From an optimization exercise on the open Yosys and OpenROAD flow, aimed at small area and a short achievable clock period; shortcuts taken in it are not production practice. Only simulation tests tie the RTL to the original design; equivalence was not proved.

job 103:
Design mc_bank_dispatch, start of the top module:
module mc_bank_dispatch
#(
    parameter int NUM_BANKS  = 32,
    parameter int ADDR_W     = 32,
    parameter int DATA_W     = 256,
    parameter int FIFO_DEPTH = 8,
    parameter int BANK_LSB   = 5
) (
    input  logic                          clk,
    input  logic                          reset,
    input  logic                          sys__mc__dram_req,
    input  logic                          sys__mc__dram_rdwr,
    input  logic [ADDR_W-1:0]             sys__mc__dram_addr,
    input  logic [DATA_W-1:0]             sys__mc__dram_wr_data,
    output logic                          mc__sys__dram_busy,
    output logic                          input_fifo_empty,
    output logic [$clog2(FIFO_DEPTH):0]   input_fifo_count,
    output logic [NUM_BANKS-1:0]          dec__bnc__valid,
    output logic                          dec__bnc__rdwr,
    output logic [ADDR_W-1:0]             dec__bnc__addr,
    output logic [DATA_W-1:0]             dec__bnc__wr_data,
    input  logic [NUM_BANKS-1:0]          bnc__dec__ready
    ,
    output logic [15:0]                   stat__drop_cnt,
    output logic [31:0]                   stat__rd_cnt,
    output logic [31:0]                   stat__wr_cnt
);
Size: about 5000 cells after synthesis, about 2800 flip-flops, about 730 I/O pins, about 97000 um^2 of cells after synthesis.
==> module mc_bank_dispatch, before the edit <==
module mc_bank_dispatch
#(
    parameter int NUM_BANKS  = 32,
    parameter int ADDR_W     = 32,
    parameter int DATA_W     = 256,
    parameter int FIFO_DEPTH = 8,
    parameter int BANK_LSB   = 5
) (
    input  logic                          clk,
    input  logic                          reset,
    input  logic                          sys__mc__dram_req,
    input  logic                          sys__mc__dram_rdwr,
    input  logic [ADDR_W-1:0]             sys__mc__dram_addr,
    input  logic [DATA_W-1:0]             sys__mc__dram_wr_data,
    output logic                          mc__sys__dram_busy,
    output logic                          input_fifo_empty,
    output logic [$clog2(FIFO_DEPTH):0]   input_fifo_count,
    output logic [NUM_BANKS-1:0]          dec__bnc__valid,
    output logic                          dec__bnc__rdwr,
    output logic [ADDR_W-1:0]             dec__bnc__addr,
    output logic [DATA_W-1:0]             dec__bnc__wr_data,
    input  logic [NUM_BANKS-1:0]          bnc__dec__ready
    ,
    output logic [15:0]                   stat__drop_cnt,
    output logic [31:0]                   stat__rd_cnt,
    output logic [31:0]                   stat__wr_cnt
);
    localparam int c_bank_w = $clog2(NUM_BANKS);
    localparam int c_req_w  = 1 + ADDR_W + DATA_W;
    localparam int c_cnt_w  = $clog2(FIFO_DEPTH) + 1;
    logic [c_req_w-1:0]    w_push_req, w_head_req;
    logic                  w_push, w_pop, w_xfer, w_load, w_hit;
    logic [c_bank_w-1:0]   w_head_bank;
    logic [FIFO_DEPTH-1:0] wr_oh_q, rd_oh_q;
    logic [c_cnt_w-1:0]    count_q, count_d;
    logic                  full_q, empty_q;
    logic [FIFO_DEPTH-1:0] wen_q, wr_oh_d;
    logic                  nempty_q;
    logic                  out_valid_q;
    logic [NUM_BANKS-1:0]  sel_q;
    logic [NUM_BANKS-1:0]  selx_q;
    logic [c_req_w-1:0]    out_req_q;
    assign w_push_req = {sys__mc__dram_rdwr, sys__mc__dram_addr, sys__mc__dram_wr_data};
    assign w_push     = sys__mc__dram_req && !full_q;
    assign w_hit      = |(selx_q & bnc__dec__ready);
    assign w_xfer     = out_valid_q && w_hit;
    assign w_load     = !out_valid_q || w_hit;
    assign w_pop      = w_load && nempty_q;
    mc_sync_fifo #(
        .WIDTH (c_req_w),
        .DEPTH (FIFO_DEPTH)
    ) u_fifo (
        .clk   (clk),
        .wsel  (wen_q),
        .rsel  (rd_oh_q),
        .wdata (w_push_req),
        .rdata (w_head_req)
    );
    assign w_head_bank = w_head_req[DATA_W + BANK_LSB +: c_bank_w];
    assign wr_oh_d = w_push ? {wr_oh_q[FIFO_DEPTH-2:0], wr_oh_q[FIFO_DEPTH-1]} : wr_oh_q;
    always_comb begin
        count_d = count_q;
        if (w_push && !w_pop) count_d = count_q + c_cnt_w'(1);
        if (!w_push && w_pop) count_d = count_q - c_cnt_w'(1);
    end
    always_ff @(posedge clk or negedge reset) begin
        if (!reset) begin
            wr_oh_q     <= {{(FIFO_DEPTH-1){1'b0}}, 1'b1};
            rd_oh_q     <= {{(FIFO_DEPTH-1){1'b0}}, 1'b1};
            count_q     <= '0;
            full_q      <= 1'b0;
            empty_q     <= 1'b1;
            wen_q       <= {{(FIFO_DEPTH-1){1'b0}}, 1'b1};
            nempty_q    <= 1'b0;
            out_valid_q <= 1'b0;
            sel_q       <= '0;
        end else begin
            wr_oh_q <= wr_oh_d;
            if (w_pop)  rd_oh_q <= {rd_oh_q[FIFO_DEPTH-2:0], rd_oh_q[FIFO_DEPTH-1]};
            count_q <= count_d;
            full_q  <= (count_d == c_cnt_w'(FIFO_DEPTH));
            empty_q <= (count_d == '0);
            wen_q    <= wr_oh_d & {FIFO_DEPTH{count_d != c_cnt_w'(FIFO_DEPTH)}};
            nempty_q <= (count_d != '0);
            if (w_load) begin
                out_valid_q <= nempty_q;
                for (int b = 0; b < NUM_BANKS; b++)
                    sel_q[b] <= nempty_q && (w_head_bank == c_bank_w'(b));
            end
        end
    end
    always_ff @(posedge clk) begin
        if (w_load) begin
            out_req_q <= w_head_req;
            for (int b = 0; b < NUM_BANKS; b++)
                selx_q[b] <= nempty_q && (w_head_bank == c_bank_w'(b));
        end
    end
    assign mc__sys__dram_busy = full_q;
    assign input_fifo_empty   = empty_q;
    assign input_fifo_count   = count_q;
    assign dec__bnc__valid    = sel_q;
    assign dec__bnc__rdwr     = out_req_q[c_req_w-1];
    assign dec__bnc__addr     = out_req_q[DATA_W +: ADDR_W];
    assign dec__bnc__wr_data  = out_req_q[DATA_W-1:0];
    logic [15:0] drop_cnt_q;
    logic [31:0] rd_cnt_q;
    logic [31:0] wr_cnt_q;
    always_ff @(posedge clk or negedge reset) begin
        if (!reset) begin
            drop_cnt_q <= '0;
            rd_cnt_q   <= '0;
            wr_cnt_q   <= '0;
        end else begin
            if (sys__mc__dram_req && full_q && (drop_cnt_q != 16'hFFFF))
                drop_cnt_q <= drop_cnt_q + 16'd1;
            if (w_xfer && out_req_q[c_req_w-1] == mc_dec_pkg::MC_WR) wr_cnt_q <= wr_cnt_q + 32'd1;
            if (w_xfer && out_req_q[c_req_w-1] == mc_dec_pkg::MC_RD) rd_cnt_q <= rd_cnt_q + 32'd1;
        end
    end
    assign stat__drop_cnt = drop_cnt_q;
    assign stat__rd_cnt   = rd_cnt_q;
    assign stat__wr_cnt   = wr_cnt_q;
endmodule
export LEC_CHECK = 0
export CAP_MARGIN = 20
export CORE_AREA = 2.3 2.72 443.44 437.92
export CTS_CLUSTER_DIAMETER = 80
export CTS_CLUSTER_SIZE = 30
export DIE_AREA = 0 0 445.74 440.64
export SETUP_SLACK_MARGIN = 1.8
export SLEW_MARGIN = 20
create_clock -name core_clock -period 4.0 [get_ports {clk}]
standard.sh (not shown) runs the stock make flow with config.mk's settings and CLKGATE_MAP_FILE= SYNTH_SCRIPT=/design/flow/synth_recipe.tcl, a recipe that flattens the netlist after the stock synthesis.
==> flow/flow/run.sh <==
#!/bin/bash
# Standard layout, with plain fast buffers (instead of the default delay
# cells) on every input and output port.
set -euo pipefail
export BUFFER_PORTS_ARGS="-buffer_cell sky130_fd_sc_hd__buf_2"
bash standard.sh > standard_flow.log 2>&1
[inputs] job 104 vs job 103
--- a/flow/design.v
+++ b/flow/design.v
@@ -98,17 +98,21 @@
         .rsel  (rd_oh_q),
         .wdata (w_push_req),
         .rdata (w_head_req)
     );
     assign w_head_bank = w_head_req[DATA_W + BANK_LSB +: c_bank_w];
     assign wr_oh_d = w_push ? {wr_oh_q[FIFO_DEPTH-2:0], wr_oh_q[FIFO_DEPTH-1]} : wr_oh_q;
-    always_comb begin
-        count_d = count_q;
-        if (w_push && !w_pop) count_d = count_q + c_cnt_w'(1);
-        if (!w_push && w_pop) count_d = count_q - c_cnt_w'(1);
-    end
+    logic w_inc, w_dec, full_d, nempty_d;
+    logic [c_cnt_w-1:0] count_up, count_dn;
+    assign w_inc    = w_push && !w_pop;
+    assign w_dec    = w_pop && !w_push;
+    assign count_up = count_q + c_cnt_w'(1);
+    assign count_dn = count_q - c_cnt_w'(1);
+    assign count_d  = w_inc ? count_up : (w_dec ? count_dn : count_q);
+    assign full_d   = w_inc ? (count_q == c_cnt_w'(FIFO_DEPTH - 1)) : (full_q && !w_dec);
+    assign nempty_d = w_inc || (nempty_q && !(w_dec && count_q == c_cnt_w'(1)));
     always_ff @(posedge clk or negedge reset) begin
         if (!reset) begin
             wr_oh_q     <= {{(FIFO_DEPTH-1){1'b0}}, 1'b1};
             rd_oh_q     <= {{(FIFO_DEPTH-1){1'b0}}, 1'b1};
             count_q     <= '0;
             full_q      <= 1'b0;
@@ -118,26 +122,32 @@
             out_valid_q <= 1'b0;
             sel_q       <= '0;
         end else begin
             wr_oh_q <= wr_oh_d;
             if (w_pop)  rd_oh_q <= {rd_oh_q[FIFO_DEPTH-2:0], rd_oh_q[FIFO_DEPTH-1]};
             count_q <= count_d;
-            full_q  <= (count_d == c_cnt_w'(FIFO_DEPTH));
-            empty_q <= (count_d == '0);
-            wen_q    <= wr_oh_d & {FIFO_DEPTH{count_d != c_cnt_w'(FIFO_DEPTH)}};
-            nempty_q <= (count_d != '0);
+            full_q   <= full_d;
+            empty_q  <= !nempty_d;
+            wen_q    <= wr_oh_d & {FIFO_DEPTH{!full_d}};
+            nempty_q <= nempty_d;
             if (w_load) begin
                 out_valid_q <= nempty_q;
                 for (int b = 0; b < NUM_BANKS; b++)
                     sel_q[b] <= nempty_q && (w_head_bank == c_bank_w'(b));
             end
         end
     end
+    always_ff @(posedge clk or negedge reset) begin
+        if (!reset) begin
+            out_req_q <= '0;
+        end else if (w_load) begin
+            out_req_q <= w_head_req;
+        end
+    end
     always_ff @(posedge clk) begin
         if (w_load) begin
-            out_req_q <= w_head_req;
             for (int b = 0; b < NUM_BANKS; b++)
                 selx_q[b] <= nempty_q && (w_head_bank == c_bank_w'(b));
         end
     end
     assign mc__sys__dram_busy = full_q;
     assign input_fifo_empty   = empty_q;
Notes after the runs:
In job 104, first-iteration DRC count is higher than in job 103. Job 104 against job 103: sequential standard cell area went down 1.7%; ratio of cells with drive above 1 in the final layout grew by 6.4 points; met3 demand-to-capacity share in global routing rose by 0.67 points; detailed route wirelength on metal2 picked up an extra 12%. Delta (job 104 minus job 103): total of fill cells in the finished design dropped 374; number of gates given a new drive strength after cts has increased; worst stage delay on the critical path shows a reduction of 0.14 ns. Taking job 103 as the reference point, the minimum clock period after layout of job 104 rises by 0.016 ns. Compared with job 103, job 104 shows a lower worst setup slack. Row final cell count: job 104 higher / job 103 lower. Looking at wire length of the first global-routing pass across job 104 and job 103, the one that comes out lower is job 103.

## port drivers added, routing unchanged
How much do the figures lean on ideal ports? The routed layouts below were timed once more, with nothing changed but the port constraints.
Step 1 sets driving cells, clkbuf_16 on the clock port and buf_2 on the other inputs (assumed; they add their load-dependent delay and slew).
Step 2 moves the port delays by t, midway between the first and last clock arrival at a register: inputs arrive t later, outputs are due t later. That takes back most of the time a late clock gives input paths.
Slacks: ideal ports / drivers / drivers and shift; pairs: ideal ports / drivers.
run	t, ns	setup slack, ns	hold slack, ns
job 103	0.889	1.654 / 1.569 / 1.158	0.230 / 0.164 / 0.468
job 104	0.901	1.638 / 1.618 / 1.103	0.025 / -0.009 / 0.491
After both steps every run listed still meets setup and hold. For job 104, which loses most, drivers alone change the setup slack by -0.020 ns; drivers and shift together by -0.535 ns.
